Source: an optimization exercise on an open RTL-to-GDS flow (aim: small area and a short achievable clock period). Production flows keep margins and buffers that such runs may drop.
Only simulation tests tie the RTL to the original design; equivalence was not proved.
No run shown here takes its clock network from TritonCTS; it comes from the design's own scripts or RTL.
No driver is modelled on the clock port, so clock power and skew are understated where the tree is cut down; a real chip needs a root buffer or a tree.
Power figures rest on the tool's default switching activity, not on a simulated workload.

==> flow/design.v <==
module wallace_mult_top (
    input  logic        clk,
    input  logic        arst_n,
    input  logic        in_valid,
    input  logic [15:0] a,
    input  logic [15:0] b,
    output logic        out_valid,
    output logic [31:0] product,
    output logic        busy
);
    logic [2:0] vld_q;
    logic       busy_q;
    always_ff @(posedge clk or negedge arst_n) begin
        if (!arst_n) begin
            vld_q  <= '0;
            busy_q <= 1'b0;
        end else begin
            vld_q  <= {vld_q[1:0], in_valid};
            busy_q <= in_valid | (|vld_q[1:0]);
        end
    end
    assign out_valid = vld_q[2];
    assign busy      = busy_q;
    logic [15:0] a_q;
    logic        b15_q;
    logic [7:0]  one_q, two_q, neg_q;
    logic [31:0] opa_n, opb_n, prod_d;
    logic pp1;
    logic pp2;
    logic pp3;
    logic pp4;
    logic pp5;
    logic pp6;
    logic pp7;
    logic pp8;
    logic pp9;
    logic pp10;
    logic pp11;
    logic pp12;
    logic pp13;
    logic pp14;
    logic pp15;
    logic pp16;
    logic pp17;
    logic ng18;
    logic sg19;
    logic pp20;
    logic pp21;
    logic pp22;
    logic pp23;
    logic pp24;
    logic pp25;
    logic pp26;
    logic pp27;
    logic pp28;
    logic pp29;
    logic pp30;
    logic pp31;
    logic pp32;
    logic pp33;
    logic pp34;
    logic pp35;
    logic pp36;
    logic ng37;
    logic sg38;
    logic pp39;
    logic pp40;
    logic pp41;
    logic pp42;
    logic pp43;
    logic pp44;
    logic pp45;
    logic pp46;
    logic pp47;
    logic pp48;
    logic pp49;
    logic pp50;
    logic pp51;
    logic pp52;
    logic pp53;
    logic pp54;
    logic pp55;
    logic ng56;
    logic sg57;
    logic pp58;
    logic pp59;
    logic pp60;
    logic pp61;
    logic pp62;
    logic pp63;
    logic pp64;
    logic pp65;
    logic pp66;
    logic pp67;
    logic pp68;
    logic pp69;
    logic pp70;
    logic pp71;
    logic pp72;
    logic pp73;
    logic pp74;
    logic ng75;
    logic sg76;
    logic pp77;
    logic pp78;
    logic pp79;
    logic pp80;
    logic pp81;
    logic pp82;
    logic pp83;
    logic pp84;
    logic pp85;
    logic pp86;
    logic pp87;
    logic pp88;
    logic pp89;
    logic pp90;
    logic pp91;
    logic pp92;
    logic pp93;
    logic ng94;
    logic sg95;
    logic pp96;
    logic pp97;
    logic pp98;
    logic pp99;
    logic pp100;
    logic pp101;
    logic pp102;
    logic pp103;
    logic pp104;
    logic pp105;
    logic pp106;
    logic pp107;
    logic pp108;
    logic pp109;
    logic pp110;
    logic pp111;
    logic pp112;
    logic ng113;
    logic sg114;
    logic pp115;
    logic pp116;
    logic pp117;
    logic pp118;
    logic pp119;
    logic pp120;
    logic pp121;
    logic pp122;
    logic pp123;
    logic pp124;
    logic pp125;
    logic pp126;
    logic pp127;
    logic pp128;
    logic pp129;
    logic pp130;
    logic pp131;
    logic ng132;
    logic sg133;
    logic pp134;
    logic pp135;
    logic pp136;
    logic pp137;
    logic pp138;
    logic pp139;
    logic pp140;
    logic pp141;
    logic pp142;
    logic pp143;
    logic pp144;
    logic pp145;
    logic pp146;
    logic pp147;
    logic pp148;
    logic pp149;
    logic pp150;
    logic ng151;
    logic sg152;
    logic pp153;
    logic pp154;
    logic pp155;
    logic pp156;
    logic pp157;
    logic pp158;
    logic pp159;
    logic pp160;
    logic pp161;
    logic pp162;
    logic pp163;
    logic pp164;
    logic pp165;
    logic pp166;
    logic pp167;
    logic pp168;
    logic s169;
    logic c170;
    logic s171;
    logic c172;
    logic s173;
    logic c174;
    logic s175;
    logic c176;
    logic s177;
    logic c178;
    logic s179;
    logic c180;
    logic s181;
    logic c182;
    logic s183;
    logic c184;
    logic s185;
    logic c186;
    logic s187;
    logic c188;
    logic s189;
    logic c190;
    logic s191;
    logic c192;
    logic s193;
    logic c194;
    logic s195;
    logic c196;
    logic s197;
    logic c198;
    logic s199;
    logic c200;
    logic s201;
    logic c202;
    logic s203;
    logic c204;
    logic s205;
    logic c206;
    logic s207;
    logic c208;
    logic s209;
    logic c210;
    logic s211;
    logic c212;
    logic s213;
    logic c214;
    logic s215;
    logic c216;
    logic s217;
    logic c218;
    logic s219;
    logic c220;
    logic s221;
    logic c222;
    logic s223;
    logic c224;
    logic s225;
    logic c226;
    logic s227;
    logic c228;
    logic s229;
    logic c230;
    logic s231;
    logic c232;
    logic s233;
    logic c234;
    logic s235;
    logic c236;
    logic s237;
    logic c238;
    logic s239;
    logic c240;
    logic s241;
    logic c242;
    logic s243;
    logic c244;
    logic s245;
    logic c246;
    logic s247;
    logic c248;
    logic s249;
    logic c250;
    logic s251;
    logic c252;
    logic s253;
    logic c254;
    logic s255;
    logic c256;
    logic s257;
    logic c258;
    logic s259;
    logic c260;
    logic s261;
    logic c262;
    logic s263;
    logic c264;
    logic s265;
    logic c266;
    logic s267;
    logic c268;
    logic s269;
    logic c270;
    logic s271;
    logic c272;
    logic s273;
    logic c274;
    logic s275;
    logic c276;
    logic s277;
    logic c278;
    logic s279;
    logic c280;
    logic s281;
    logic c282;
    logic s283;
    logic c284;
    logic s285;
    logic c286;
    logic s287;
    logic c288;
    logic s289;
    logic c290;
    logic s291;
    logic c292;
    logic s293;
    logic c294;
    logic s295;
    logic c296;
    logic s297;
    logic c298;
    logic s299;
    logic c300;
    logic s301;
    logic c302;
    logic s303;
    logic c304;
    logic s305;
    logic c306;
    logic s307;
    logic c308;
    logic s309;
    logic c310;
    logic s311;
    logic c312;
    logic s313;
    logic c314;
    logic s315;
    logic c316;
    logic s317;
    logic c318;
    logic s319;
    logic c320;
    logic s321;
    logic c322;
    logic s323;
    logic c324;
    logic s325;
    logic c326;
    logic s327;
    logic c328;
    logic s329;
    logic c330;
    logic s331;
    logic c332;
    logic s333;
    logic c334;
    logic s335;
    logic c336;
    logic s337;
    logic c338;
    logic s339;
    logic c340;
    logic s341;
    logic c342;
    logic s343;
    logic c344;
    logic s345;
    logic c346;
    logic s347;
    logic c348;
    logic s349;
    logic c350;
    logic s351;
    logic c352;
    logic s353;
    logic c354;
    logic s355;
    logic c356;
    logic s357;
    logic c358;
    logic s359;
    logic c360;
    logic s361;
    logic c362;
    logic s363;
    logic c364;
    logic s365;
    logic c366;
    logic s367;
    logic c368;
    logic s369;
    logic c370;
    logic s371;
    logic c372;
    logic s373;
    logic c374;
    logic s375;
    logic c376;
    logic s377;
    logic c378;
    logic s379;
    logic c380;
    logic s381;
    logic c382;
    logic s383;
    logic c384;
    logic s385;
    logic c386;
    logic s387;
    logic c388;
    logic s389;
    logic c390;
    logic s391;
    logic c392;
    logic s393;
    logic c394;
    logic s395;
    logic c396;
    logic s397;
    logic c398;
    logic s399;
    logic c400;
    logic s401;
    logic c402;
    logic s403;
    logic c404;
    logic s405;
    logic c406;
    logic s407;
    logic c408;
    logic s409;
    logic c410;
    logic s411;
    logic c412;
    logic s413;
    logic c414;
    logic s415;
    logic c416;
    logic s417;
    logic c418;
    logic s419;
    logic c420;
    logic s421;
    logic c422;
    logic s423;
    logic c424;
    logic s425;
    logic c426;
    logic s427;
    logic c428;
    logic s429;
    logic c430;
    logic s431;
    logic c432;
    logic s433;
    logic c434;
    logic s435;
    logic c436;
    logic s437;
    logic c438;
    logic s439;
    logic c440;
    logic s441;
    logic c442;
    logic s443;
    logic c444;
    logic r0_c0_0;
    logic r0_c1_0;
    logic r0_c2_0;
    logic r0_c3_0;
    logic r0_c4_0;
    logic r0_c4_1;
    logic r0_c5_0;
    logic r0_c6_0;
    logic r0_c6_1;
    logic r0_c6_2;
    logic r0_c7_0;
    logic r0_c7_1;
    logic r0_c8_0;
    logic r0_c8_1;
    logic r0_c9_0;
    logic r0_c9_1;
    logic r0_c10_0;
    logic r0_c10_1;
    logic r0_c11_0;
    logic r0_c11_1;
    logic r0_c12_0;
    logic r0_c12_1;
    logic r0_c13_0;
    logic r0_c13_1;
    logic r0_c14_0;
    logic r0_c14_1;
    logic r0_c15_0;
    logic r0_c15_1;
    logic r0_c16_0;
    logic r0_c16_1;
    logic r0_c16_2;
    logic r0_c17_0;
    logic r0_c17_1;
    logic r0_c18_0;
    logic r0_c18_1;
    logic r0_c19_0;
    logic r0_c19_1;
    logic r0_c19_2;
    logic r0_c20_0;
    logic r0_c20_1;
    logic r0_c21_0;
    logic r0_c21_1;
    logic r0_c21_2;
    logic r0_c22_0;
    logic r0_c22_1;
    logic r0_c23_0;
    logic r0_c23_1;
    logic r0_c23_2;
    logic r0_c24_0;
    logic r0_c24_1;
    logic r0_c25_0;
    logic r0_c26_0;
    logic r0_c26_1;
    logic r0_c26_2;
    logic r0_c27_0;
    logic r0_c28_0;
    logic r0_c28_1;
    logic r0_c28_2;
    logic r0_c29_0;
    logic r0_c30_0;
    logic r0_c31_0;
    logic r0_c31_1;
    assign pp1 = ~(((a_q[0] & one_q[0]) | (1'b0 & two_q[0])) ^ neg_q[0]);
    assign pp2 = ~(((a_q[1] & one_q[0]) | (a_q[0] & two_q[0])) ^ neg_q[0]);
    assign pp3 = ~(((a_q[2] & one_q[0]) | (a_q[1] & two_q[0])) ^ neg_q[0]);
    assign pp4 = ~(((a_q[3] & one_q[0]) | (a_q[2] & two_q[0])) ^ neg_q[0]);
    assign pp5 = ~(((a_q[4] & one_q[0]) | (a_q[3] & two_q[0])) ^ neg_q[0]);
    assign pp6 = ~(((a_q[5] & one_q[0]) | (a_q[4] & two_q[0])) ^ neg_q[0]);
    assign pp7 = ~(((a_q[6] & one_q[0]) | (a_q[5] & two_q[0])) ^ neg_q[0]);
    assign pp8 = ~(((a_q[7] & one_q[0]) | (a_q[6] & two_q[0])) ^ neg_q[0]);
    assign pp9 = ~(((a_q[8] & one_q[0]) | (a_q[7] & two_q[0])) ^ neg_q[0]);
    assign pp10 = ~(((a_q[9] & one_q[0]) | (a_q[8] & two_q[0])) ^ neg_q[0]);
    assign pp11 = ~(((a_q[10] & one_q[0]) | (a_q[9] & two_q[0])) ^ neg_q[0]);
    assign pp12 = ~(((a_q[11] & one_q[0]) | (a_q[10] & two_q[0])) ^ neg_q[0]);
    assign pp13 = ~(((a_q[12] & one_q[0]) | (a_q[11] & two_q[0])) ^ neg_q[0]);
    assign pp14 = ~(((a_q[13] & one_q[0]) | (a_q[12] & two_q[0])) ^ neg_q[0]);
    assign pp15 = ~(((a_q[14] & one_q[0]) | (a_q[13] & two_q[0])) ^ neg_q[0]);
    assign pp16 = ~(((a_q[15] & one_q[0]) | (a_q[14] & two_q[0])) ^ neg_q[0]);
    assign pp17 = ~(((1'b0 & one_q[0]) | (a_q[15] & two_q[0])) ^ neg_q[0]);
    assign ng18 = ~neg_q[0];
    assign sg19 = neg_q[0];
    assign pp20 = ~(((a_q[0] & one_q[1]) | (1'b0 & two_q[1])) ^ neg_q[1]);
    assign pp21 = ~(((a_q[1] & one_q[1]) | (a_q[0] & two_q[1])) ^ neg_q[1]);
    assign pp22 = ~(((a_q[2] & one_q[1]) | (a_q[1] & two_q[1])) ^ neg_q[1]);
    assign pp23 = ~(((a_q[3] & one_q[1]) | (a_q[2] & two_q[1])) ^ neg_q[1]);
    assign pp24 = ~(((a_q[4] & one_q[1]) | (a_q[3] & two_q[1])) ^ neg_q[1]);
    assign pp25 = ~(((a_q[5] & one_q[1]) | (a_q[4] & two_q[1])) ^ neg_q[1]);
    assign pp26 = ~(((a_q[6] & one_q[1]) | (a_q[5] & two_q[1])) ^ neg_q[1]);
    assign pp27 = ~(((a_q[7] & one_q[1]) | (a_q[6] & two_q[1])) ^ neg_q[1]);
    assign pp28 = ~(((a_q[8] & one_q[1]) | (a_q[7] & two_q[1])) ^ neg_q[1]);
    assign pp29 = ~(((a_q[9] & one_q[1]) | (a_q[8] & two_q[1])) ^ neg_q[1]);
    assign pp30 = ~(((a_q[10] & one_q[1]) | (a_q[9] & two_q[1])) ^ neg_q[1]);
    assign pp31 = ~(((a_q[11] & one_q[1]) | (a_q[10] & two_q[1])) ^ neg_q[1]);
    assign pp32 = ~(((a_q[12] & one_q[1]) | (a_q[11] & two_q[1])) ^ neg_q[1]);
    assign pp33 = ~(((a_q[13] & one_q[1]) | (a_q[12] & two_q[1])) ^ neg_q[1]);
    assign pp34 = ~(((a_q[14] & one_q[1]) | (a_q[13] & two_q[1])) ^ neg_q[1]);
    assign pp35 = ~(((a_q[15] & one_q[1]) | (a_q[14] & two_q[1])) ^ neg_q[1]);
    assign pp36 = ~(((1'b0 & one_q[1]) | (a_q[15] & two_q[1])) ^ neg_q[1]);
    assign ng37 = ~neg_q[1];
    assign sg38 = neg_q[1];
    assign pp39 = ~(((a_q[0] & one_q[2]) | (1'b0 & two_q[2])) ^ neg_q[2]);
    assign pp40 = ~(((a_q[1] & one_q[2]) | (a_q[0] & two_q[2])) ^ neg_q[2]);
    assign pp41 = ~(((a_q[2] & one_q[2]) | (a_q[1] & two_q[2])) ^ neg_q[2]);
    assign pp42 = ~(((a_q[3] & one_q[2]) | (a_q[2] & two_q[2])) ^ neg_q[2]);
    assign pp43 = ~(((a_q[4] & one_q[2]) | (a_q[3] & two_q[2])) ^ neg_q[2]);
    assign pp44 = ~(((a_q[5] & one_q[2]) | (a_q[4] & two_q[2])) ^ neg_q[2]);
    assign pp45 = ~(((a_q[6] & one_q[2]) | (a_q[5] & two_q[2])) ^ neg_q[2]);
    assign pp46 = ~(((a_q[7] & one_q[2]) | (a_q[6] & two_q[2])) ^ neg_q[2]);
    assign pp47 = ~(((a_q[8] & one_q[2]) | (a_q[7] & two_q[2])) ^ neg_q[2]);
    assign pp48 = ~(((a_q[9] & one_q[2]) | (a_q[8] & two_q[2])) ^ neg_q[2]);
    assign pp49 = ~(((a_q[10] & one_q[2]) | (a_q[9] & two_q[2])) ^ neg_q[2]);
    assign pp50 = ~(((a_q[11] & one_q[2]) | (a_q[10] & two_q[2])) ^ neg_q[2]);
    assign pp51 = ~(((a_q[12] & one_q[2]) | (a_q[11] & two_q[2])) ^ neg_q[2]);
    assign pp52 = ~(((a_q[13] & one_q[2]) | (a_q[12] & two_q[2])) ^ neg_q[2]);
    assign pp53 = ~(((a_q[14] & one_q[2]) | (a_q[13] & two_q[2])) ^ neg_q[2]);
    assign pp54 = ~(((a_q[15] & one_q[2]) | (a_q[14] & two_q[2])) ^ neg_q[2]);
    assign pp55 = ~(((1'b0 & one_q[2]) | (a_q[15] & two_q[2])) ^ neg_q[2]);
    assign ng56 = ~neg_q[2];
    assign sg57 = neg_q[2];
    assign pp58 = ~(((a_q[0] & one_q[3]) | (1'b0 & two_q[3])) ^ neg_q[3]);
    assign pp59 = ~(((a_q[1] & one_q[3]) | (a_q[0] & two_q[3])) ^ neg_q[3]);
    assign pp60 = ~(((a_q[2] & one_q[3]) | (a_q[1] & two_q[3])) ^ neg_q[3]);
    assign pp61 = ~(((a_q[3] & one_q[3]) | (a_q[2] & two_q[3])) ^ neg_q[3]);
    assign pp62 = ~(((a_q[4] & one_q[3]) | (a_q[3] & two_q[3])) ^ neg_q[3]);
    assign pp63 = ~(((a_q[5] & one_q[3]) | (a_q[4] & two_q[3])) ^ neg_q[3]);
    assign pp64 = ~(((a_q[6] & one_q[3]) | (a_q[5] & two_q[3])) ^ neg_q[3]);
    assign pp65 = ~(((a_q[7] & one_q[3]) | (a_q[6] & two_q[3])) ^ neg_q[3]);
    assign pp66 = ~(((a_q[8] & one_q[3]) | (a_q[7] & two_q[3])) ^ neg_q[3]);
    assign pp67 = ~(((a_q[9] & one_q[3]) | (a_q[8] & two_q[3])) ^ neg_q[3]);
    assign pp68 = ~(((a_q[10] & one_q[3]) | (a_q[9] & two_q[3])) ^ neg_q[3]);
    assign pp69 = ~(((a_q[11] & one_q[3]) | (a_q[10] & two_q[3])) ^ neg_q[3]);
    assign pp70 = ~(((a_q[12] & one_q[3]) | (a_q[11] & two_q[3])) ^ neg_q[3]);
    assign pp71 = ~(((a_q[13] & one_q[3]) | (a_q[12] & two_q[3])) ^ neg_q[3]);
    assign pp72 = ~(((a_q[14] & one_q[3]) | (a_q[13] & two_q[3])) ^ neg_q[3]);
    assign pp73 = ~(((a_q[15] & one_q[3]) | (a_q[14] & two_q[3])) ^ neg_q[3]);
    assign pp74 = ~(((1'b0 & one_q[3]) | (a_q[15] & two_q[3])) ^ neg_q[3]);
    assign ng75 = ~neg_q[3];
    assign sg76 = neg_q[3];
    assign pp77 = ~(((a_q[0] & one_q[4]) | (1'b0 & two_q[4])) ^ neg_q[4]);
    assign pp78 = ~(((a_q[1] & one_q[4]) | (a_q[0] & two_q[4])) ^ neg_q[4]);
    assign pp79 = ~(((a_q[2] & one_q[4]) | (a_q[1] & two_q[4])) ^ neg_q[4]);
    assign pp80 = ~(((a_q[3] & one_q[4]) | (a_q[2] & two_q[4])) ^ neg_q[4]);
    assign pp81 = ~(((a_q[4] & one_q[4]) | (a_q[3] & two_q[4])) ^ neg_q[4]);
    assign pp82 = ~(((a_q[5] & one_q[4]) | (a_q[4] & two_q[4])) ^ neg_q[4]);
    assign pp83 = ~(((a_q[6] & one_q[4]) | (a_q[5] & two_q[4])) ^ neg_q[4]);
    assign pp84 = ~(((a_q[7] & one_q[4]) | (a_q[6] & two_q[4])) ^ neg_q[4]);
    assign pp85 = ~(((a_q[8] & one_q[4]) | (a_q[7] & two_q[4])) ^ neg_q[4]);
    assign pp86 = ~(((a_q[9] & one_q[4]) | (a_q[8] & two_q[4])) ^ neg_q[4]);
    assign pp87 = ~(((a_q[10] & one_q[4]) | (a_q[9] & two_q[4])) ^ neg_q[4]);
    assign pp88 = ~(((a_q[11] & one_q[4]) | (a_q[10] & two_q[4])) ^ neg_q[4]);
    assign pp89 = ~(((a_q[12] & one_q[4]) | (a_q[11] & two_q[4])) ^ neg_q[4]);
    assign pp90 = ~(((a_q[13] & one_q[4]) | (a_q[12] & two_q[4])) ^ neg_q[4]);
    assign pp91 = ~(((a_q[14] & one_q[4]) | (a_q[13] & two_q[4])) ^ neg_q[4]);
    assign pp92 = ~(((a_q[15] & one_q[4]) | (a_q[14] & two_q[4])) ^ neg_q[4]);
    assign pp93 = ~(((1'b0 & one_q[4]) | (a_q[15] & two_q[4])) ^ neg_q[4]);
    assign ng94 = ~neg_q[4];
    assign sg95 = neg_q[4];
    assign pp96 = ~(((a_q[0] & one_q[5]) | (1'b0 & two_q[5])) ^ neg_q[5]);
    assign pp97 = ~(((a_q[1] & one_q[5]) | (a_q[0] & two_q[5])) ^ neg_q[5]);
    assign pp98 = ~(((a_q[2] & one_q[5]) | (a_q[1] & two_q[5])) ^ neg_q[5]);
    assign pp99 = ~(((a_q[3] & one_q[5]) | (a_q[2] & two_q[5])) ^ neg_q[5]);
    assign pp100 = ~(((a_q[4] & one_q[5]) | (a_q[3] & two_q[5])) ^ neg_q[5]);
    assign pp101 = ~(((a_q[5] & one_q[5]) | (a_q[4] & two_q[5])) ^ neg_q[5]);
    assign pp102 = ~(((a_q[6] & one_q[5]) | (a_q[5] & two_q[5])) ^ neg_q[5]);
    assign pp103 = ~(((a_q[7] & one_q[5]) | (a_q[6] & two_q[5])) ^ neg_q[5]);
    assign pp104 = ~(((a_q[8] & one_q[5]) | (a_q[7] & two_q[5])) ^ neg_q[5]);
    assign pp105 = ~(((a_q[9] & one_q[5]) | (a_q[8] & two_q[5])) ^ neg_q[5]);
    assign pp106 = ~(((a_q[10] & one_q[5]) | (a_q[9] & two_q[5])) ^ neg_q[5]);
    assign pp107 = ~(((a_q[11] & one_q[5]) | (a_q[10] & two_q[5])) ^ neg_q[5]);
    assign pp108 = ~(((a_q[12] & one_q[5]) | (a_q[11] & two_q[5])) ^ neg_q[5]);
    assign pp109 = ~(((a_q[13] & one_q[5]) | (a_q[12] & two_q[5])) ^ neg_q[5]);
    assign pp110 = ~(((a_q[14] & one_q[5]) | (a_q[13] & two_q[5])) ^ neg_q[5]);
    assign pp111 = ~(((a_q[15] & one_q[5]) | (a_q[14] & two_q[5])) ^ neg_q[5]);
    assign pp112 = ~(((1'b0 & one_q[5]) | (a_q[15] & two_q[5])) ^ neg_q[5]);
    assign ng113 = ~neg_q[5];
    assign sg114 = neg_q[5];
    assign pp115 = ~(((a_q[0] & one_q[6]) | (1'b0 & two_q[6])) ^ neg_q[6]);
    assign pp116 = ~(((a_q[1] & one_q[6]) | (a_q[0] & two_q[6])) ^ neg_q[6]);
    assign pp117 = ~(((a_q[2] & one_q[6]) | (a_q[1] & two_q[6])) ^ neg_q[6]);
    assign pp118 = ~(((a_q[3] & one_q[6]) | (a_q[2] & two_q[6])) ^ neg_q[6]);
    assign pp119 = ~(((a_q[4] & one_q[6]) | (a_q[3] & two_q[6])) ^ neg_q[6]);
    assign pp120 = ~(((a_q[5] & one_q[6]) | (a_q[4] & two_q[6])) ^ neg_q[6]);
    assign pp121 = ~(((a_q[6] & one_q[6]) | (a_q[5] & two_q[6])) ^ neg_q[6]);
    assign pp122 = ~(((a_q[7] & one_q[6]) | (a_q[6] & two_q[6])) ^ neg_q[6]);
    assign pp123 = ~(((a_q[8] & one_q[6]) | (a_q[7] & two_q[6])) ^ neg_q[6]);
    assign pp124 = ~(((a_q[9] & one_q[6]) | (a_q[8] & two_q[6])) ^ neg_q[6]);
    assign pp125 = ~(((a_q[10] & one_q[6]) | (a_q[9] & two_q[6])) ^ neg_q[6]);
    assign pp126 = ~(((a_q[11] & one_q[6]) | (a_q[10] & two_q[6])) ^ neg_q[6]);
    assign pp127 = ~(((a_q[12] & one_q[6]) | (a_q[11] & two_q[6])) ^ neg_q[6]);
    assign pp128 = ~(((a_q[13] & one_q[6]) | (a_q[12] & two_q[6])) ^ neg_q[6]);
    assign pp129 = ~(((a_q[14] & one_q[6]) | (a_q[13] & two_q[6])) ^ neg_q[6]);
    assign pp130 = ~(((a_q[15] & one_q[6]) | (a_q[14] & two_q[6])) ^ neg_q[6]);
    assign pp131 = ~(((1'b0 & one_q[6]) | (a_q[15] & two_q[6])) ^ neg_q[6]);
    assign ng132 = ~neg_q[6];
    assign sg133 = neg_q[6];
    assign pp134 = ~(((a_q[0] & one_q[7]) | (1'b0 & two_q[7])) ^ neg_q[7]);
    assign pp135 = ~(((a_q[1] & one_q[7]) | (a_q[0] & two_q[7])) ^ neg_q[7]);
    assign pp136 = ~(((a_q[2] & one_q[7]) | (a_q[1] & two_q[7])) ^ neg_q[7]);
    assign pp137 = ~(((a_q[3] & one_q[7]) | (a_q[2] & two_q[7])) ^ neg_q[7]);
    assign pp138 = ~(((a_q[4] & one_q[7]) | (a_q[3] & two_q[7])) ^ neg_q[7]);
    assign pp139 = ~(((a_q[5] & one_q[7]) | (a_q[4] & two_q[7])) ^ neg_q[7]);
    assign pp140 = ~(((a_q[6] & one_q[7]) | (a_q[5] & two_q[7])) ^ neg_q[7]);
    assign pp141 = ~(((a_q[7] & one_q[7]) | (a_q[6] & two_q[7])) ^ neg_q[7]);
    assign pp142 = ~(((a_q[8] & one_q[7]) | (a_q[7] & two_q[7])) ^ neg_q[7]);
    assign pp143 = ~(((a_q[9] & one_q[7]) | (a_q[8] & two_q[7])) ^ neg_q[7]);
    assign pp144 = ~(((a_q[10] & one_q[7]) | (a_q[9] & two_q[7])) ^ neg_q[7]);
    assign pp145 = ~(((a_q[11] & one_q[7]) | (a_q[10] & two_q[7])) ^ neg_q[7]);
    assign pp146 = ~(((a_q[12] & one_q[7]) | (a_q[11] & two_q[7])) ^ neg_q[7]);
    assign pp147 = ~(((a_q[13] & one_q[7]) | (a_q[12] & two_q[7])) ^ neg_q[7]);
    assign pp148 = ~(((a_q[14] & one_q[7]) | (a_q[13] & two_q[7])) ^ neg_q[7]);
    assign pp149 = ~(((a_q[15] & one_q[7]) | (a_q[14] & two_q[7])) ^ neg_q[7]);
    assign pp150 = ~(((1'b0 & one_q[7]) | (a_q[15] & two_q[7])) ^ neg_q[7]);
    assign ng151 = ~neg_q[7];
    assign sg152 = neg_q[7];
    assign pp153 = ~(a_q[0] & b15_q);
    assign pp154 = ~(a_q[1] & b15_q);
    assign pp155 = ~(a_q[2] & b15_q);
    assign pp156 = ~(a_q[3] & b15_q);
    assign pp157 = ~(a_q[4] & b15_q);
    assign pp158 = ~(a_q[5] & b15_q);
    assign pp159 = ~(a_q[6] & b15_q);
    assign pp160 = ~(a_q[7] & b15_q);
    assign pp161 = ~(a_q[8] & b15_q);
    assign pp162 = ~(a_q[9] & b15_q);
    assign pp163 = ~(a_q[10] & b15_q);
    assign pp164 = ~(a_q[11] & b15_q);
    assign pp165 = ~(a_q[12] & b15_q);
    assign pp166 = ~(a_q[13] & b15_q);
    assign pp167 = ~(a_q[14] & b15_q);
    assign pp168 = ~(a_q[15] & b15_q);
    mfa u_ha0 (.x(ng18), .y(pp1), .z(1'b1), .s(s169), .c(c170));
    mfa u_ha1 (.x(pp2), .y(c170), .z(1'b1), .s(s171), .c(c172));
    mfa u_fa0 (.x(ng37), .y(pp20), .z(pp3), .s(s173), .c(c174));
    mfa u_ha2 (.x(s173), .y(c172), .z(1'b1), .s(s175), .c(c176));
    mfa u_fa1 (.x(pp21), .y(pp4), .z(c174), .s(s177), .c(c178));
    mfa u_ha3 (.x(s177), .y(c176), .z(1'b1), .s(s179), .c(c180));
    mfa u_fa2 (.x(ng56), .y(pp22), .z(pp39), .s(s181), .c(c182));
    mfa u_fa3 (.x(pp5), .y(s181), .z(c178), .s(s183), .c(c184));
    mfa u_fa4 (.x(pp23), .y(pp40), .z(pp6), .s(s185), .c(c186));
    mfa u_fa5 (.x(c182), .y(s185), .z(c184), .s(s187), .c(c188));
    mfa u_fa6 (.x(ng75), .y(pp24), .z(pp41), .s(s189), .c(c190));
    mfa u_fa7 (.x(pp58), .y(pp7), .z(c186), .s(s191), .c(c192));
    mfa u_fa8 (.x(pp25), .y(pp42), .z(pp59), .s(s193), .c(c194));
    mfa u_fa9 (.x(pp8), .y(c190), .z(s193), .s(s195), .c(c196));
    mfa u_fa10 (.x(ng94), .y(pp26), .z(pp43), .s(s197), .c(c198));
    mfa u_fa11 (.x(pp60), .y(pp77), .z(pp9), .s(s199), .c(c200));
    mfa u_fa12 (.x(c194), .y(s197), .z(s199), .s(s201), .c(c202));
    mfa u_fa13 (.x(pp10), .y(pp27), .z(pp44), .s(s203), .c(c204));
    mfa u_fa14 (.x(pp61), .y(pp78), .z(c198), .s(s205), .c(c206));
    mfa u_fa15 (.x(c200), .y(s203), .z(c202), .s(s207), .c(c208));
    mfa u_fa16 (.x(ng113), .y(pp11), .z(pp28), .s(s209), .c(c210));
    mfa u_fa17 (.x(pp45), .y(pp62), .z(pp79), .s(s211), .c(c212));
    mfa u_fa18 (.x(pp96), .y(c204), .z(s209), .s(s213), .c(c214));
    mfa u_fa19 (.x(s211), .y(c206), .z(s213), .s(s215), .c(c216));
    mfa u_fa20 (.x(pp12), .y(pp29), .z(pp46), .s(s217), .c(c218));
    mfa u_fa21 (.x(pp63), .y(pp80), .z(pp97), .s(s219), .c(c220));
    mfa u_fa22 (.x(c210), .y(c212), .z(s217), .s(s221), .c(c222));
    mfa u_fa23 (.x(s219), .y(c214), .z(s221), .s(s223), .c(c224));
    mfa u_fa24 (.x(ng132), .y(pp115), .z(pp13), .s(s225), .c(c226));
    mfa u_fa25 (.x(pp30), .y(pp47), .z(pp64), .s(s227), .c(c228));
    mfa u_fa26 (.x(pp81), .y(pp98), .z(c218), .s(s229), .c(c230));
    mfa u_fa27 (.x(c220), .y(s225), .z(s227), .s(s231), .c(c232));
    mfa u_fa28 (.x(c222), .y(s229), .z(s231), .s(s233), .c(c234));
    mfa u_fa29 (.x(pp116), .y(pp14), .z(pp31), .s(s235), .c(c236));
    mfa u_fa30 (.x(pp48), .y(pp65), .z(pp82), .s(s237), .c(c238));
    mfa u_fa31 (.x(pp99), .y(c226), .z(c228), .s(s239), .c(c240));
    mfa u_fa32 (.x(s235), .y(s237), .z(c230), .s(s241), .c(c242));
    mfa u_fa33 (.x(c232), .y(s239), .z(s241), .s(s243), .c(c244));
    mfa u_fa34 (.x(ng151), .y(pp100), .z(pp117), .s(s245), .c(c246));
    mfa u_fa35 (.x(pp134), .y(pp15), .z(pp32), .s(s247), .c(c248));
    mfa u_fa36 (.x(pp49), .y(pp66), .z(pp83), .s(s249), .c(c250));
    mfa u_fa37 (.x(c236), .y(c238), .z(s245), .s(s251), .c(c252));
    mfa u_fa38 (.x(s247), .y(s249), .z(c240), .s(s253), .c(c254));
    mfa u_fa39 (.x(s251), .y(c242), .z(s253), .s(s255), .c(c256));
    mfa u_fa40 (.x(pp101), .y(pp118), .z(pp135), .s(s257), .c(c258));
    mfa u_fa41 (.x(pp16), .y(pp33), .z(pp50), .s(s259), .c(c260));
    mfa u_fa42 (.x(pp67), .y(pp84), .z(c246), .s(s261), .c(c262));
    mfa u_fa43 (.x(c248), .y(c250), .z(s257), .s(s263), .c(c264));
    mfa u_fa44 (.x(s259), .y(c252), .z(s261), .s(s265), .c(c266));
    mfa u_fa45 (.x(s263), .y(c254), .z(s265), .s(s267), .c(c268));
    mfa u_fa46 (.x(pp153), .y(pp102), .z(pp119), .s(s269), .c(c270));
    mfa u_fa47 (.x(pp136), .y(pp17), .z(pp34), .s(s271), .c(c272));
    mfa u_fa48 (.x(pp51), .y(pp68), .z(pp85), .s(s273), .c(c274));
    mfa u_fa49 (.x(c258), .y(c260), .z(s269), .s(s275), .c(c276));
    mfa u_fa50 (.x(s271), .y(s273), .z(c262), .s(s277), .c(c278));
    mfa u_fa51 (.x(c264), .y(s275), .z(c266), .s(s279), .c(c280));
    mha u_hc0 (.x(sg19), .y(pp154), .s(s281), .c(c282));
    mfa u_fa52 (.x(pp103), .y(pp120), .z(pp137), .s(s283), .c(c284));
    mfa u_fa53 (.x(pp35), .y(pp52), .z(pp69), .s(s285), .c(c286));
    mfa u_fa54 (.x(pp86), .y(s281), .z(c270), .s(s287), .c(c288));
    mfa u_fa55 (.x(c272), .y(c274), .z(s283), .s(s289), .c(c290));
    mfa u_fa56 (.x(s285), .y(c276), .z(s287), .s(s291), .c(c292));
    mfa u_fa57 (.x(s289), .y(c278), .z(s291), .s(s293), .c(c294));
    mha u_hc1 (.x(pp155), .y(pp104), .s(s295), .c(c296));
    mfa u_fa58 (.x(pp121), .y(pp138), .z(pp36), .s(s297), .c(c298));
    mfa u_fa59 (.x(pp53), .y(pp70), .z(pp87), .s(s299), .c(c300));
    mfa u_fa60 (.x(c282), .y(s295), .z(c284), .s(s301), .c(c302));
    mfa u_fa61 (.x(c286), .y(s297), .z(s299), .s(s303), .c(c304));
    mfa u_fa62 (.x(c288), .y(c290), .z(s301), .s(s305), .c(c306));
    mfa u_fa63 (.x(s303), .y(c292), .z(s305), .s(s307), .c(c308));
    mfa u_fa64 (.x(sg38), .y(pp156), .z(pp105), .s(s309), .c(c310));
    mfa u_fa65 (.x(pp122), .y(pp139), .z(pp54), .s(s311), .c(c312));
    mfa u_fa66 (.x(pp71), .y(pp88), .z(c296), .s(s313), .c(c314));
    mfa u_fa67 (.x(c298), .y(c300), .z(s309), .s(s315), .c(c316));
    mfa u_fa68 (.x(s311), .y(s313), .z(c302), .s(s317), .c(c318));
    mfa u_fa69 (.x(c304), .y(s315), .z(c306), .s(s319), .c(c320));
    mha u_hc2 (.x(pp157), .y(pp106), .s(s321), .c(c322));
    mfa u_fa70 (.x(pp123), .y(pp140), .z(pp55), .s(s323), .c(c324));
    mfa u_fa71 (.x(pp72), .y(pp89), .z(s321), .s(s325), .c(c326));
    mfa u_fa72 (.x(c310), .y(c312), .z(s323), .s(s327), .c(c328));
    mfa u_fa73 (.x(c314), .y(s325), .z(c316), .s(s329), .c(c330));
    mfa u_fa74 (.x(s327), .y(c318), .z(s329), .s(s331), .c(c332));
    mfa u_fa75 (.x(sg57), .y(pp158), .z(pp107), .s(s333), .c(c334));
    mfa u_fa76 (.x(pp124), .y(pp141), .z(pp73), .s(s335), .c(c336));
    mfa u_fa77 (.x(pp90), .y(c322), .z(c324), .s(s337), .c(c338));
    mfa u_fa78 (.x(s333), .y(s335), .z(c326), .s(s339), .c(c340));
    mfa u_fa79 (.x(c328), .y(s337), .z(s339), .s(s341), .c(c342));
    mha u_hc3 (.x(pp159), .y(pp108), .s(s343), .c(c344));
    mfa u_fa80 (.x(pp125), .y(pp142), .z(pp74), .s(s345), .c(c346));
    mfa u_fa81 (.x(pp91), .y(s343), .z(c334), .s(s347), .c(c348));
    mfa u_fa82 (.x(c336), .y(s345), .z(c338), .s(s349), .c(c350));
    mfa u_fa83 (.x(s347), .y(c340), .z(s349), .s(s351), .c(c352));
    mfa u_fa84 (.x(sg76), .y(pp160), .z(pp109), .s(s353), .c(c354));
    mfa u_fa85 (.x(pp126), .y(pp143), .z(pp92), .s(s355), .c(c356));
    mfa u_fa86 (.x(c344), .y(c346), .z(s353), .s(s357), .c(c358));
    mfa u_fa87 (.x(s355), .y(c348), .z(s357), .s(s359), .c(c360));
    mha u_hc4 (.x(pp161), .y(pp110), .s(s361), .c(c362));
    mfa u_fa88 (.x(pp127), .y(pp144), .z(pp93), .s(s363), .c(c364));
    mfa u_fa89 (.x(s361), .y(c354), .z(c356), .s(s365), .c(c366));
    mfa u_fa90 (.x(s363), .y(c358), .z(s365), .s(s367), .c(c368));
    mfa u_fa91 (.x(sg95), .y(pp162), .z(pp111), .s(s369), .c(c370));
    mfa u_fa92 (.x(pp128), .y(pp145), .z(c362), .s(s371), .c(c372));
    mfa u_fa93 (.x(c364), .y(s369), .z(s371), .s(s373), .c(c374));
    mfa u_fa94 (.x(c366), .y(s373), .z(c368), .s(s375), .c(c376));
    mha u_hc5 (.x(pp163), .y(pp112), .s(s377), .c(c378));
    mfa u_fa95 (.x(pp129), .y(pp146), .z(s377), .s(s379), .c(c380));
    mfa u_fa96 (.x(c370), .y(c372), .z(s379), .s(s381), .c(c382));
    mfa u_fa97 (.x(sg114), .y(pp164), .z(pp130), .s(s383), .c(c384));
    mfa u_fa98 (.x(pp147), .y(c378), .z(s383), .s(s385), .c(c386));
    mfa u_fa99 (.x(c380), .y(s385), .z(c382), .s(s387), .c(c388));
    mha u_hc6 (.x(pp165), .y(pp131), .s(s389), .c(c390));
    mfa u_fa100 (.x(pp148), .y(s389), .z(c384), .s(s391), .c(c392));
    mfa u_fa101 (.x(sg133), .y(pp166), .z(pp149), .s(s393), .c(c394));
    mfa u_fa102 (.x(c390), .y(s393), .z(c392), .s(s395), .c(c396));
    mha u_hc7 (.x(pp167), .y(pp150), .s(s397), .c(c398));
    mfa u_fa103 (.x(s397), .y(c394), .z(c396), .s(s399), .c(c400));
    mfa u_fa104 (.x(sg152), .y(pp168), .z(c398), .s(s401), .c(c402));
    mfa u_fa105 (.x(r0_c6_0), .y(r0_c6_1), .z(r0_c6_2), .s(s403), .c(c404));
    mfa u_ha4 (.x(r0_c7_0), .y(r0_c7_1), .z(1'b1), .s(s405), .c(c406));
    mfa u_ha5 (.x(r0_c8_0), .y(r0_c8_1), .z(1'b1), .s(s407), .c(c408));
    mfa u_ha6 (.x(r0_c9_0), .y(r0_c9_1), .z(1'b1), .s(s409), .c(c410));
    mfa u_ha7 (.x(r0_c10_0), .y(r0_c10_1), .z(1'b1), .s(s411), .c(c412));
    mfa u_ha8 (.x(r0_c11_0), .y(r0_c11_1), .z(1'b1), .s(s413), .c(c414));
    mfa u_ha9 (.x(r0_c12_0), .y(r0_c12_1), .z(1'b1), .s(s415), .c(c416));
    mfa u_ha10 (.x(r0_c13_0), .y(r0_c13_1), .z(1'b1), .s(s417), .c(c418));
    mfa u_ha11 (.x(r0_c14_0), .y(r0_c14_1), .z(1'b1), .s(s419), .c(c420));
    mfa u_ha12 (.x(r0_c15_0), .y(r0_c15_1), .z(1'b1), .s(s421), .c(c422));
    mfa u_fa106 (.x(r0_c16_0), .y(r0_c16_1), .z(r0_c16_2), .s(s423), .c(c424));
    mfa u_ha13 (.x(r0_c17_0), .y(r0_c17_1), .z(1'b1), .s(s425), .c(c426));
    mfa u_ha14 (.x(r0_c18_0), .y(r0_c18_1), .z(1'b1), .s(s427), .c(c428));
    mfa u_fa107 (.x(r0_c19_0), .y(r0_c19_1), .z(r0_c19_2), .s(s429), .c(c430));
    mfa u_ha15 (.x(r0_c20_0), .y(r0_c20_1), .z(1'b1), .s(s431), .c(c432));
    mfa u_fa108 (.x(r0_c21_0), .y(r0_c21_1), .z(r0_c21_2), .s(s433), .c(c434));
    mfa u_ha16 (.x(r0_c22_0), .y(r0_c22_1), .z(1'b1), .s(s435), .c(c436));
    mfa u_fa109 (.x(r0_c23_0), .y(r0_c23_1), .z(r0_c23_2), .s(s437), .c(c438));
    mfa u_ha17 (.x(r0_c24_0), .y(r0_c24_1), .z(1'b1), .s(s439), .c(c440));
    mfa u_fa110 (.x(r0_c26_0), .y(r0_c26_1), .z(r0_c26_2), .s(s441), .c(c442));
    mfa u_fa111 (.x(r0_c28_0), .y(r0_c28_1), .z(r0_c28_2), .s(s443), .c(c444));
    assign opa_n = {r0_c31_0, r0_c30_0, r0_c29_0, s443, r0_c27_0, s441, r0_c25_0, c438, c436, c434, c432, c430, c428, c426, c424, c422, c420, c418, c416, c414, c412, c410, c408, c406, c404, s403, r0_c5_0, r0_c4_0, r0_c3_0, r0_c2_0, r0_c1_0, r0_c0_0};
    assign opb_n = {r0_c31_1, 1'b1, c444, 1'b1, c442, 1'b1, c440, s439, s437, s435, s433, s431, s429, s427, s425, s423, s421, s419, s417, s415, s413, s411, s409, s407, s405, 1'b1, 1'b1, r0_c4_1, 1'b1, 1'b1, 1'b1, 1'b1};
    assign prod_d = ~(opa_n + opb_n + 32'd1);
    always_ff @(posedge clk) begin
        a_q <= a;
        one_q[0] <= b[0] ^ 1'b0;
        two_q[0] <= (b[1] & ~b[0] & ~1'b0) | (~b[1] & b[0] & 1'b0);
        neg_q[0] <= b[1] & ~(b[0] & 1'b0);
        one_q[1] <= b[2] ^ b[1];
        two_q[1] <= (b[3] & ~b[2] & ~b[1]) | (~b[3] & b[2] & b[1]);
        neg_q[1] <= b[3] & ~(b[2] & b[1]);
        one_q[2] <= b[4] ^ b[3];
        two_q[2] <= (b[5] & ~b[4] & ~b[3]) | (~b[5] & b[4] & b[3]);
        neg_q[2] <= b[5] & ~(b[4] & b[3]);
        one_q[3] <= b[6] ^ b[5];
        two_q[3] <= (b[7] & ~b[6] & ~b[5]) | (~b[7] & b[6] & b[5]);
        neg_q[3] <= b[7] & ~(b[6] & b[5]);
        one_q[4] <= b[8] ^ b[7];
        two_q[4] <= (b[9] & ~b[8] & ~b[7]) | (~b[9] & b[8] & b[7]);
        neg_q[4] <= b[9] & ~(b[8] & b[7]);
        one_q[5] <= b[10] ^ b[9];
        two_q[5] <= (b[11] & ~b[10] & ~b[9]) | (~b[11] & b[10] & b[9]);
        neg_q[5] <= b[11] & ~(b[10] & b[9]);
        one_q[6] <= b[12] ^ b[11];
        two_q[6] <= (b[13] & ~b[12] & ~b[11]) | (~b[13] & b[12] & b[11]);
        neg_q[6] <= b[13] & ~(b[12] & b[11]);
        one_q[7] <= b[14] ^ b[13];
        two_q[7] <= (b[15] & ~b[14] & ~b[13]) | (~b[15] & b[14] & b[13]);
        neg_q[7] <= b[15] & ~(b[14] & b[13]);
        b15_q <= b[15];
        r0_c0_0 <= s169;
        r0_c1_0 <= s171;
        r0_c2_0 <= s175;
        r0_c3_0 <= s179;
        r0_c4_0 <= s183;
        r0_c4_1 <= c180;
        r0_c5_0 <= s187;
        r0_c6_0 <= s189;
        r0_c6_1 <= s191;
        r0_c6_2 <= c188;
        r0_c7_0 <= c192;
        r0_c7_1 <= s195;
        r0_c8_0 <= c196;
        r0_c8_1 <= s201;
        r0_c9_0 <= s205;
        r0_c9_1 <= s207;
        r0_c10_0 <= c208;
        r0_c10_1 <= s215;
        r0_c11_0 <= c216;
        r0_c11_1 <= s223;
        r0_c12_0 <= c224;
        r0_c12_1 <= s233;
        r0_c13_0 <= c234;
        r0_c13_1 <= s243;
        r0_c14_0 <= c244;
        r0_c14_1 <= s255;
        r0_c15_0 <= c256;
        r0_c15_1 <= s267;
        r0_c16_0 <= s277;
        r0_c16_1 <= c268;
        r0_c16_2 <= s279;
        r0_c17_0 <= c280;
        r0_c17_1 <= s293;
        r0_c18_0 <= c294;
        r0_c18_1 <= s307;
        r0_c19_0 <= s317;
        r0_c19_1 <= c308;
        r0_c19_2 <= s319;
        r0_c20_0 <= c320;
        r0_c20_1 <= s331;
        r0_c21_0 <= c330;
        r0_c21_1 <= s341;
        r0_c21_2 <= c332;
        r0_c22_0 <= c342;
        r0_c22_1 <= s351;
        r0_c23_0 <= c350;
        r0_c23_1 <= s359;
        r0_c23_2 <= c352;
        r0_c24_0 <= s367;
        r0_c24_1 <= c360;
        r0_c25_0 <= s375;
        r0_c26_0 <= c374;
        r0_c26_1 <= s381;
        r0_c26_2 <= c376;
        r0_c27_0 <= s387;
        r0_c28_0 <= c386;
        r0_c28_1 <= s391;
        r0_c28_2 <= c388;
        r0_c29_0 <= s395;
        r0_c30_0 <= s399;
        r0_c31_0 <= s401;
        r0_c31_1 <= c400;
        product <= prod_d;
    end
endmodule
module mfa (input logic x, input logic y, input logic z, output logic s, output logic c);
    assign s = x ^ y ^ z;
    assign c = (x & y) | (x & z) | (y & z);
endmodule
module mha (input logic x, input logic y, output logic s, output logic c);
    assign s = x ^ y;
    assign c = x & y;
endmodule
==> flow/flow/run.sh <==
#!/bin/bash
# The standard ORFS layout (standard.sh, with its synthesis unchanged) with three changes:
#  - every port is buffered with sky130_fd_sc_hd__buf_2 instead of the default delay buffer
#    (flow/place_pre.tcl, when present, picks buf_1 for inputs and buf_2 for outputs);
#  - the clock tree is built by flow/cts_pre.tcl instead of TritonCTS: the clock port drives
#    $CLK_NL1 first-level cells, each driving leaf cells placed at the centres of k-means
#    clusters of the flip-flops, so every flip-flop sees the same two cells;
#  - repair_timing aims for $SETUP_SLACK_MARGIN ns of extra setup slack.
# make's output goes to standard_flow.log; each ORFS step keeps its own log in orfs/logs.
set -euo pipefail
export BUFFER_PORTS_ARGS="-buffer_cell sky130_fd_sc_hd__buf_2"
export SETUP_SLACK_MARGIN=8.0
export PRE_CTS_TCL="$(pwd)/flow/cts_pre.tcl"
export CLK_NLEAF=8
export CLK_NL1=4
export CLK_LEAF_CELL=sky130_fd_sc_hd__clkinv_8
export CLK_L1_CELL=sky130_fd_sc_hd__clkinv_8
bash standard.sh > standard_flow.log 2>&1
==> flow/flow/cts_pre.tcl <==
proc env_or { name dflt } {
  if { [info exists ::env($name)] && $::env($name) ne "" } { return $::env($name) }
  return $dflt
}
set nleaf [env_or CLK_NLEAF 8]
set nl1 [env_or CLK_NL1 2]
set leafcell [env_or CLK_LEAF_CELL sky130_fd_sc_hd__clkbuf_16]
set l1cell [env_or CLK_L1_CELL sky130_fd_sc_hd__clkbuf_16]

# Balanced k-means: pts is a list of {x y}; returns {assignment centres}
proc kmeans { pts k {slack 1} } {
  set n [llength $pts]
  set cx 0; set cy 0
  foreach p $pts { set cx [expr {$cx + [lindex $p 0]}]; set cy [expr {$cy + [lindex $p 1]}] }
  set cx [expr {$cx / $n}]; set cy [expr {$cy / $n}]
  set order {}
  for {set i 0} {$i < $n} {incr i} {
    set p [lindex $pts $i]
    lappend order [list $i [expr {atan2([lindex $p 1]-$cy, [lindex $p 0]-$cx)}]]
  }
  set order [lsort -real -index 1 $order]
  set cent {}
  for {set c 0} {$c < $k} {incr c} {
    set sx 0; set sy 0; set m 0
    for {set j [expr {$c * $n / $k}]} {$j < ($c + 1) * $n / $k} {incr j} {
      set p [lindex $pts [lindex [lindex $order $j] 0]]
      set sx [expr {$sx + [lindex $p 0]}]; set sy [expr {$sy + [lindex $p 1]}]; incr m
    }
    if {$m == 0} { lappend cent [list $cx $cy] } else { lappend cent [list [expr {$sx / $m}] [expr {$sy / $m}]] }
  }
  set cap [expr {int(ceil(double($n) / $k)) + $slack}]
  for {set iter 0} {$iter < 40} {incr iter} {
    set cnt [lrepeat $k 0]
    set assign [lrepeat $n -1]
    set cand {}
    for {set i 0} {$i < $n} {incr i} {
      set p [lindex $pts $i]
      set best 1e18
      for {set c 0} {$c < $k} {incr c} {
        set d [expr {abs([lindex $p 0]-[lindex $cent $c 0]) + abs([lindex $p 1]-[lindex $cent $c 1])}]
        if {$d < $best} { set best $d }
      }
      lappend cand [list $i $best]
    }
    foreach ib [lsort -real -decreasing -index 1 $cand] {
      set i [lindex $ib 0]; set p [lindex $pts $i]
      set bk -1; set best 1e18
      for {set c 0} {$c < $k} {incr c} {
        if {[lindex $cnt $c] >= $cap} continue
        set d [expr {abs([lindex $p 0]-[lindex $cent $c 0]) + abs([lindex $p 1]-[lindex $cent $c 1])}]
        if {$d < $best} { set best $d; set bk $c }
      }
      lset assign $i $bk
      lset cnt $bk [expr {[lindex $cnt $bk] + 1}]
    }
    set newc {}
    for {set c 0} {$c < $k} {incr c} {
      set sx 0; set sy 0; set m 0
      for {set i 0} {$i < $n} {incr i} {
        if {[lindex $assign $i] == $c} {
          set sx [expr {$sx + [lindex $pts $i 0]}]; set sy [expr {$sy + [lindex $pts $i 1]}]; incr m
        }
      }
      if {$m > 0} { lappend newc [list [expr {$sx / $m}] [expr {$sy / $m}]] } else { lappend newc [lindex $cent $c] }
    }
    set cent $newc
  }
  return [list $assign $cent]
}

proc add_buffer { block master name in_net x y } {
  set inst [odb::dbInst_create $block $master $name]
  set net [odb::dbNet_create $block "${name}_net"]
  $net setSigType CLOCK
  [$inst findITerm A] connect $in_net
  set out [$inst findITerm X]
  if { $out eq "NULL" } { set out [$inst findITerm Y] }
  $out connect $net
  $inst setLocation [expr {int($x)}] [expr {int($y)}]
  $inst setPlacementStatus PLACED
  return $net
}

set block [ord::get_db_block]
set db [ord::get_db]
set clk_net [$block findNet clk]
set sinks {}
foreach it [$clk_net getITerms] {
  if { [$it isInputSignal] } { lappend sinks $it }
}
set pts {}
foreach it $sinks {
  set bb [[$it getInst] getBBox]
  lappend pts [list [expr {([$bb xMin] + [$bb xMax]) / 2.0}] [expr {([$bb yMin] + [$bb yMax]) / 2.0}]]
}
puts "manual clock tree: [llength $sinks] sinks, $nleaf leaf buffers, $nl1 first-level buffers"
lassign [kmeans $pts $nleaf] leaf_of leaf_cent
if { $nl1 > 0 } {
  lassign [kmeans $leaf_cent $nl1 0] l1_of l1_cent
  for {set g 0} {$g < $nl1} {incr g} {
    set l1net($g) [add_buffer $block [$db findMaster $l1cell] "clkbuf_l1_$g" $clk_net {*}[lindex $l1_cent $g]]
  }
}
for {set c 0} {$c < $nleaf} {incr c} {
  set src $clk_net
  if { $nl1 > 0 } { set src $l1net([lindex $l1_of $c]) }
  set leafnet($c) [add_buffer $block [$db findMaster $leafcell] "clkbuf_leaf_$c" $src {*}[lindex $leaf_cent $c]]
}
for {set i 0} {$i < [llength $sinks]} {incr i} {
  set it [lindex $sinks $i]
  $it disconnect
  $it connect $leafnet([lindex $leaf_of $i])
}
# TritonCTS is not run: the buffers above are the whole tree.
proc clock_tree_synthesis { args } {
  puts "clock_tree_synthesis skipped: clock buffers were placed by cts_pre.tcl"
  set_propagated_clock [all_clocks]
}
# cts.tcl clones clock inverters next to their loads after this hook; the inverter pairs
# above are already placed by their loads, so that step is skipped as well.
proc repair_clock_inverters { args } {
  puts "repair_clock_inverters skipped: clock tree built by cts_pre.tcl"
}
==> flow/standard.sh <==
#!/bin/bash
# synth_recipe.tcl (not shown) runs the flow's synth.tcl, then flattens the netlist and writes it again
# the make line also repeats each setting of config.mk as NAME=value (left out here)
make -C /OpenROAD-flow-scripts/flow DESIGN_CONFIG=/design/flow/config.mk WORK_HOME=/design/flow/orfs CLKGATE_MAP_FILE= SYNTH_SCRIPT=/design/flow/synth_recipe.tcl "${@:-finish}"
==> flow/config.mk <==
export PLATFORM = sky130hd
export DESIGN_NAME = wallace_mult_top
export DESIGN_NICKNAME = wallace_mult_top
export VERILOG_FILES = /design/flow/design.v
export SDC_FILE = /design/flow/constraint.sdc
export NUM_CORES = 4
export LEC_CHECK = 0
export CAP_MARGIN = 20
export CORE_MARGIN = 2
export CORE_UTILIZATION = 40
export SLEW_MARGIN = 20
export SYNTH_HIERARCHICAL = 1
export SYNTH_MINIMUM_KEEP_SIZE = 0
==> flow/constraint.sdc <==
create_clock -name core_clock -period 11.0 [get_ports {clk}]
set_input_delay 2.2000 -clock core_clock [delete_from_list [all_inputs] [get_ports {clk}]]
set_output_delay 2.2000 -clock core_clock [all_outputs]
set_load 0.01 [all_outputs]
==> results of run 1 <==
stage by stage:
stage / total power, uW / area, um^2 / util
after detailed placement: 3000 / 10100 / 0.430
final: 3230 / 10700 / 0.453
after CTS: 3250 / 10400 / 0.442
after global placement: 2970 / 10100 / 0.430
after global routing: 3580 / 10700 / 0.453
after floorplan: 2460 / 9720 / -
Yosys stat by module, one instance, submodules excluded:
module	area [um^2]	flip-flops and latches	times used
wallace_mult_top	6900	139	1
mfa	20.0	0	130
mha	12.5	0	8
worst max-delay path: stages (launching register included):
cell and delay (ps):
dfxtp_4 510, a22oi_1 170, xnor2_1 210, fa_1 470, fa_1 430, fa_1 600
fa_1 420
final cells by class:
class	instances	share of cell area
Sequential cell	139	0.274
Timing Repair Buffer	91	0.0493
Tap cell	319	0.0374
Multi-Input combinational cell	660	0.612
Inverter	30	0.0265
timing repair:
action                                  CTS  global route
gates resized for setup                  55            23
setup buffers                             0            23
endpoints found under the setup margin   28            15
pin swaps                                 0             2
gates cloned                              0             0
flip-flops by register name (all words and copies together) (netlist names), 3 cells and up:
name and count:
neg_q 8, a_q 16, two_q 8, vld_q 3, product 32, one_q 8
cells by family (layout without fill, tap and decap cells):
group,count (synthesis),count (layout),synth area share
AOI/OAI and AO/OA,194,194,0.141
adders and majority gates,168,168,0.320
xor gates and xnor gates,162,162,0.148
DFF,139,139,0.292
and+or+nand+nor,118,118,0.0608
buffers and inverters,96,121,0.0375
other,1,18,0.000390
power breakdown:
part	internal (uW)	leakage, uW	switching (uW)	total [uW]
sequential	737	0.00120	119	856
clock	48.7	0.0000827	190	239
combinational	944	0.00277	1190	2140
total	1730	0.00405	1500	3230
final timing paths:
check | slack, ps | from | end
setup / recovery | 8060 | a_q[2] | r0_c15_1
hold / removal | 360 | r0_c1_0 | product[1]
setup reg to reg | 8060 | a_q[2] | r0_c15_1
hold reg to reg | 360 | r0_c1_0 | product[1]
max in group asynchronous | 9020 | arst_n | vld_q[0]
min in group asynchronous | 1860 | arst_n | vld_q[1]
cells in the final DEF, fill, tap and decap left out, types with 15 or more instances in the layout:
cell type / instances
buf_4: 22
o21ai_0: 22
a21oi_1: 23
conb_1: 18
dfxtp_1: 101
nor2_1: 15
dfxtp_4: 32
buf_2: 68
xnor2_1: 148
nand2_1: 56
fa_1: 129
ha_1: 38
a22oi_1: 119
metal layers:
metal | share of wire | global-route usage | up-vias
met2 | 0.42 | 0.276 | 283
met5 | 0 | 0 | -
li1 | - | - | 3020
met1 | 0.47 | 0.265 | 3160
met4 | 0.026 | 0.0380 | 0
met3 | 0.082 | 0.0253 | 42
==> summary.txt, run 1 <==
Number of global-route vias before repair: 6574
Via Count: 6505
Slew @ Worst Pin: 525 ps
Die H: 159 um
WS Path Type: register to register
Post-synth top area share: 0.281
GRT overflow: 0
Area growth, synth to finish: 11.0%
Clk_skew: 16.8 ps
DR WL/cell: 18.3 um
Initial core utilization: 0.408
Final WL: 22700 um
RSZ-0062 raised after global routing: false
Dpl cells: 1204
Die X: 159 um
Initial antenna violation count: 0
Synth Cell Area: 0.00960 mm^2
Worst setup EP type: register
Routed Antenna Nets: 0
Maximum clock frequency: 340 MHz
Row count: 56
Count leader, synth: xnor2_1
CP Launch Type: register
Cell taking the most area after synthesis: dfxtp_1
VDD IR max: 0.138 mV
Fin Hold WS: 360 ps
WP data arrival: 2960 ps
Reg clk slew, reported paths: 70 ps
Setup TNS: 0 ps
Yosys reg bits: 139
Asr flop ratio synth: 0.0288
Mapped Cells: 878
Ys Warns: 7
Worst hold path depth: 1
Rel. slew slack: 0.647
Reg2reg path depth: 6
Hold_buf cts: 0
Sequential-to-total area share from yosys stat: 0.292
Post-synth EDFFs: 0
Pins over their slew limit: 0
Storage cell area: 0.00293 mm^2
Commonest cells post-synth: 150 x xnor2_1, 135 x dfxtp_1, 130 x fa_1
Max-Cap Viols: 0
Net count, final: 1125
Initial drt markers: 663
First-pass GRT wire length: 36700 um
Final Non-Filler Cells: 1239
DIE AREA: 0.0253 mm^2
PortBufs: 68
PD cells: 303 mW/mm^2
Gpl congestion: 0.896
HP Class: register to register
Multi-input gate area: 0.00653 mm^2
I/O pin cnt: 69
Syn Area/Cell: 10.9 um^2
# fillers: 2298
DRC violation count after routing: 0
Min cycle time layout: 2940 ps
Period utilisation layout: 0.267
GRT Total Usage: 0.178
CP Max Fanout: 17
Fin worst setup slack: 8060 ps
Final hold violation count: 0
Dominant cells by area after synthesis: dfxtp_1 28%, fa_1 27%, xnor2_1 14%
Leakage: 0.00405 uW
Final setup viols: 0
# diodes: 0
Post-place setup slack: 7480 ps
Clock latency (worst-skew pair): 150 ps
Status: no timing/DRC/antenna violations
Post-synth cell types: 46
TritonRoute pass-1 iters: 5
Core area: 0.0235 mm^2
Detailed-placement wirelength estimate: 16300 um
Synth Flop Type: dfxtp_1
Vias per cell: 5.25
CP required: 11020 ps
Share of layout cells above drive strength 1: 0.172
Pin count of the biggest net entering global routing: 20
==> run 2, diff against run 1 <==
--- a/flow/flow/run.sh
+++ b/flow/flow/run.sh
@@ -11,3 +11,3 @@
 export BUFFER_PORTS_ARGS="-buffer_cell sky130_fd_sc_hd__buf_2"
-export SETUP_SLACK_MARGIN=8.0
+export SETUP_SLACK_MARGIN=8.1
 export PRE_CTS_TCL="$(pwd)/flow/cts_pre.tcl"
--- a/flow/config.mk
+++ b/flow/config.mk
@@ -13 +13,2 @@
 export SYNTH_MINIMUM_KEEP_SIZE = 0
+export TNS_END_PERCENT = 0
==> run 2 against run 1 <==
  * Still clean
  * Cell area down 0.80%
  * Core utilization down 0.36 points
  * Clock power about the same
  * Combinational power about the same
  * First-iteration DRC count down 24%
  * Maximum frequency up 0.86%
  * Total power down 0.21%
  * Synthesized cell count unchanged
  * Synthesized area unchanged
  * Global-route usage down 0.20 points
  * Cell count down 0.89%
  * Critical path depth unchanged
  * Critical endpoint unchanged
  * Largest cell class unchanged
  * Highest routed layer unchanged
==> summary.txt, run 2 <==
Largest Register: product (unchanged)
Utilization after layout: 0.449 (was 0.453)
I/O pin cnt: 69 (unchanged)
Core area: 0.0235 mm^2 (unchanged)
Asr flop ratio synth: 0.0288 (unchanged)
WS Path Type: register to register (unchanged)
Reg clk slew, reported paths: 70 ps (about the same)
Synth Cell Area: 0.00960 mm^2 (unchanged)
VDD IR max: 0.109 mV (was 0.138 mV)
Slowest stage cell, crit path: fa_1 (unchanged)
Number of global-route vias before repair: 6387 (was 6574)
Largest registers: product x32, a_q x16 (unchanged)
Crit path buf inv count: 1 (was 0)
Gpl congestion: 0.850 (was 0.896)
Reg-to-Reg Start: neg_q[3] (was a_q[2])
GRT Total Usage: 0.176 (was 0.178)
Syn Area/Cell: 10.9 um^2 (unchanged)
# diodes: 0 (unchanged)
CP required: 11020 ps (about the same)
Initial antenna violation count: 0 (unchanged)
Clk_skew: 18.5 ps (was 16.8 ps)
Final WL: 22300 um (was 22700 um)
Worst R2R Setup Slack: 8090 ps (was 8060 ps)
Row count: 56 (unchanged)
Cell taking the most area after synthesis: dfxtp_1 (unchanged)
Pin count of the biggest net entering global routing: 20 (unchanged)
CP Launch Type: register (unchanged)
Cell mode on critical path: fa_1 (unchanged)
Yosys reg bits: 139 (unchanged)
Final hold violation count: 0 (unchanged)
Most common cell after layout, fill and taps aside: xnor2_1 (unchanged)
DRC violation count after routing: 0 (unchanged)
Hold_buf cts: 0 (unchanged)
Clock latency (worst-skew pair): 150 ps (about the same)
Reg2reg path depth: 6 (unchanged)
Die H: 159 um (unchanged)
DR WL/cell: 18.2 um (was 18.3 um)
GRT overflow: 0 (unchanged)
Initial core utilization: 0.408 (unchanged)
Sequential-to-total area share from yosys stat: 0.292 (unchanged)
Leakage: 0.00399 uW (was 0.00405 uW)
Worst path depth: 6 (unchanged)
Detailed-placement wirelength estimate: 16700 um (was 16300 um)
FF-to-FF End: r0_c15_1 (unchanged)
Vias per cell: 5.14 (was 5.25)
Multi-input gate area: 0.00651 mm^2 (was 0.00653 mm^2)
Min cycle time layout: 2910 ps (was 2940 ps)
RSZ-0062 raised after global routing: true (was false)
Cell Chain, Critical Path: inv_4 > xnor2_1 > fa_1 > fa_1 > fa_1 > fa_1 (was a22oi_1 > xnor2_1 > fa_1 > fa_1 > fa_1 > fa_1)
Initial drt markers: 506 (was 663)
Crit-path leading delay family: adder cells (unchanged)
WP data arrival: 2930 ps (was 2960 ps)
Die X: 159 um (unchanged)
Routed Antenna Nets: 0 (unchanged)
Area growth, synth to finish: 10.1% (was 11.0%)
DIE AREA: 0.0253 mm^2 (unchanged)
Pins over their slew limit: 0 (unchanged)
Most frequent cells in the layout: 150 x xnor2_1, 129 x fa_1, 120 x a22oi_1 (was 148 x xnor2_1, 129 x fa_1, 119 x a22oi_1)
Via Count: 6316 (was 6505)
Status: no timing/DRC/antenna violations (unchanged)
TritonRoute pass-1 iters: 6 (was 5)
Mapped Cells: 878 (unchanged)
HP Class: register to register (unchanged)
Worst setup EP type: register (unchanged)
First-pass GRT wire length: 36400 um (was 36700 um)
Dominant cells by area after synthesis: dfxtp_1 28%, fa_1 27%, xnor2_1 14% (unchanged)
Max-Cap Viols: 0 (unchanged)
Post-synth top area share: 0.281 (unchanged)
Largest register FFs: 32 (unchanged)
Synth Flop Type: dfxtp_1 (unchanged)
PortBufs: 68 (unchanged)
CP Launch Point: neg_q[3] (was a_q[2])
Worst setup endpoint: r0_c15_1 (unchanged)
Storage cell area: 0.00292 mm^2 (was 0.00293 mm^2)
CP Max Fanout: 18 (was 17)
Setup TNS: 0 ps (unchanged)
Commonest cells post-synth: 150 x xnor2_1, 135 x dfxtp_1, 130 x fa_1 (unchanged)
Ys Warns: 7 (unchanged)
Maximum clock frequency: 343 MHz (was 340 MHz)
Post-synth EDFFs: 0 (unchanged)
Final Non-Filler Cells: 1228 (was 1239)
Net count, final: 1114 (was 1125)
Fin Hold WS: 356 ps (was 360 ps)
Share of layout cells above drive strength 1: 0.158 (was 0.172)
Largest stage delay on the critical path: 600 ps (about the same)
Dpl cells: 1204 (unchanged)
Final setup viols: 0 (unchanged)
Count leader, synth: xnor2_1 (unchanged)
Period utilisation layout: 0.265 (was 0.267)
Post-synth cell types: 46 (unchanged)
# fillers: 2307 (was 2298)
PD cells: 305 mW/mm^2 (was 303 mW/mm^2)
[run 2: layout make-up]
class / instances / area share
inverter: 30 / 0.0267
multi-input combinational: 660 / 0.616
sequential: 139 / 0.277
tap: 319 / 0.0377
timing repair buffer: 80 / 0.0431
[run 2: power breakdown]
| part | total, uW | internal, uW | switching [uW] | leakage (uW) |
|---|---|---|---|---|
| logic | 2140 | 941 | 1200 | 0.00271 |
| registers | 852 | 737 | 115 | 0.00120 |
| clock network | 236 | 48.8 | 187 | 0.0000827 |
[run 2: per-stage QoR]
step           total power [uW]  setup slack [ps]  cell area, um^2
6_report                   3220              8090            10600
5_1_grt                    3580              8000            10600
2_1_floorplan              2460              8030             9760
3_3_place_gp               2960              7630            10100
4_1_cts                    3240              8080            10500
3_5_place_dp               3000              7620            10100
[run 2: cells by family (layout without fill, tap and decap cells)]
logic type / Yosys count / after routing / synth area share
other: 1 / 18 / 0.000390
AOI/OAI and AO/OA: 194 / 194 / 0.141
DFF: 139 / 139 / 0.292
buffers and inverters: 96 / 110 / 0.0375
and+or+nand+nor: 118 / 118 / 0.0608
xor gates and xnor gates: 162 / 162 / 0.148
adders and majority gates: 168 / 168 / 0.320
[run 2: how the worst min path moves through the flow]
| stage | end | cells after the start | from |
|---|---|---|---|
| floorplan | product[0] | 1 | r0_c0_0 |
| global placement | product[0] | 1 | r0_c0_0 |
| detailed placement | product[1] | 1 | r0_c1_0 |
| CTS | product[1] | 1 | r0_c1_0 |
| global route | product[1] | 1 | r0_c1_0 |
| finish | product[1] | 1 | r0_c1_0 |
[run 2: metal layers]
metal | routed length (um) | global-route usage
met5 | 0 | 0
met4 | 494 | 0.0343
met3 | 1260 | 0.0203
met2 | 9730 | 0.273
met1 | 10800 | 0.266
[run 2: worst reg2reg max path: cells and delay by family, from the launching register on]
family                   cells  cell delay, ps
adder cells (fa/ha/maj)      4            1970
flip-flops                   1             440
buffers and inverters        1             180
XOR/XNOR                     1             220
[run 2: Yosys stat by module (local to each module, per instance)]
module | flops+latches | copies in the design | cells | area, um^2
mfa | 0 | 130 | 1 | 20.0
mha | 0 | 8 | 1 | 12.5
wallace_mult_top | 139 | 1 | 740 | 6900
[run 2: timing repair]
item	4_1_cts	5_1_grt
pin swaps	0	1
hold endpoints to repair	0	0
resized for setup	67	8
setup endpoints to repair	35	27
buffers inserted	5	7

port drivers added, routing unchanged:
The flow's constraints put no driver on any port. The routed layouts listed below were extracted and timed again, unchanged, in two steps.
Step 1 assumes that a clkbuf_16 drives the clock port and a buf_2 every other input.
Step 2 adds t to the input delays and takes it off the output delays; t is the mean of the earliest and latest rising clock arrival at the registers after step 1. Input paths then give back, and output paths get back, about the clock's delay inside the block.
Three values: ideal ports, drivers, drivers and shift; two values: the first two.
run | t (ns) | setup WS [ns] | worst setup path after step 2
run 1 | 0.298 | 8.062 / 8.028 / 8.061 | register to register
run 2 | 0.288 | 8.087 / 8.031 / 8.087 | register to register
After both steps setup and hold are still met in every run listed. For run 1, which loses most, drivers alone change the setup slack by -0.034 ns; drivers and shift together by -0.001 ns.
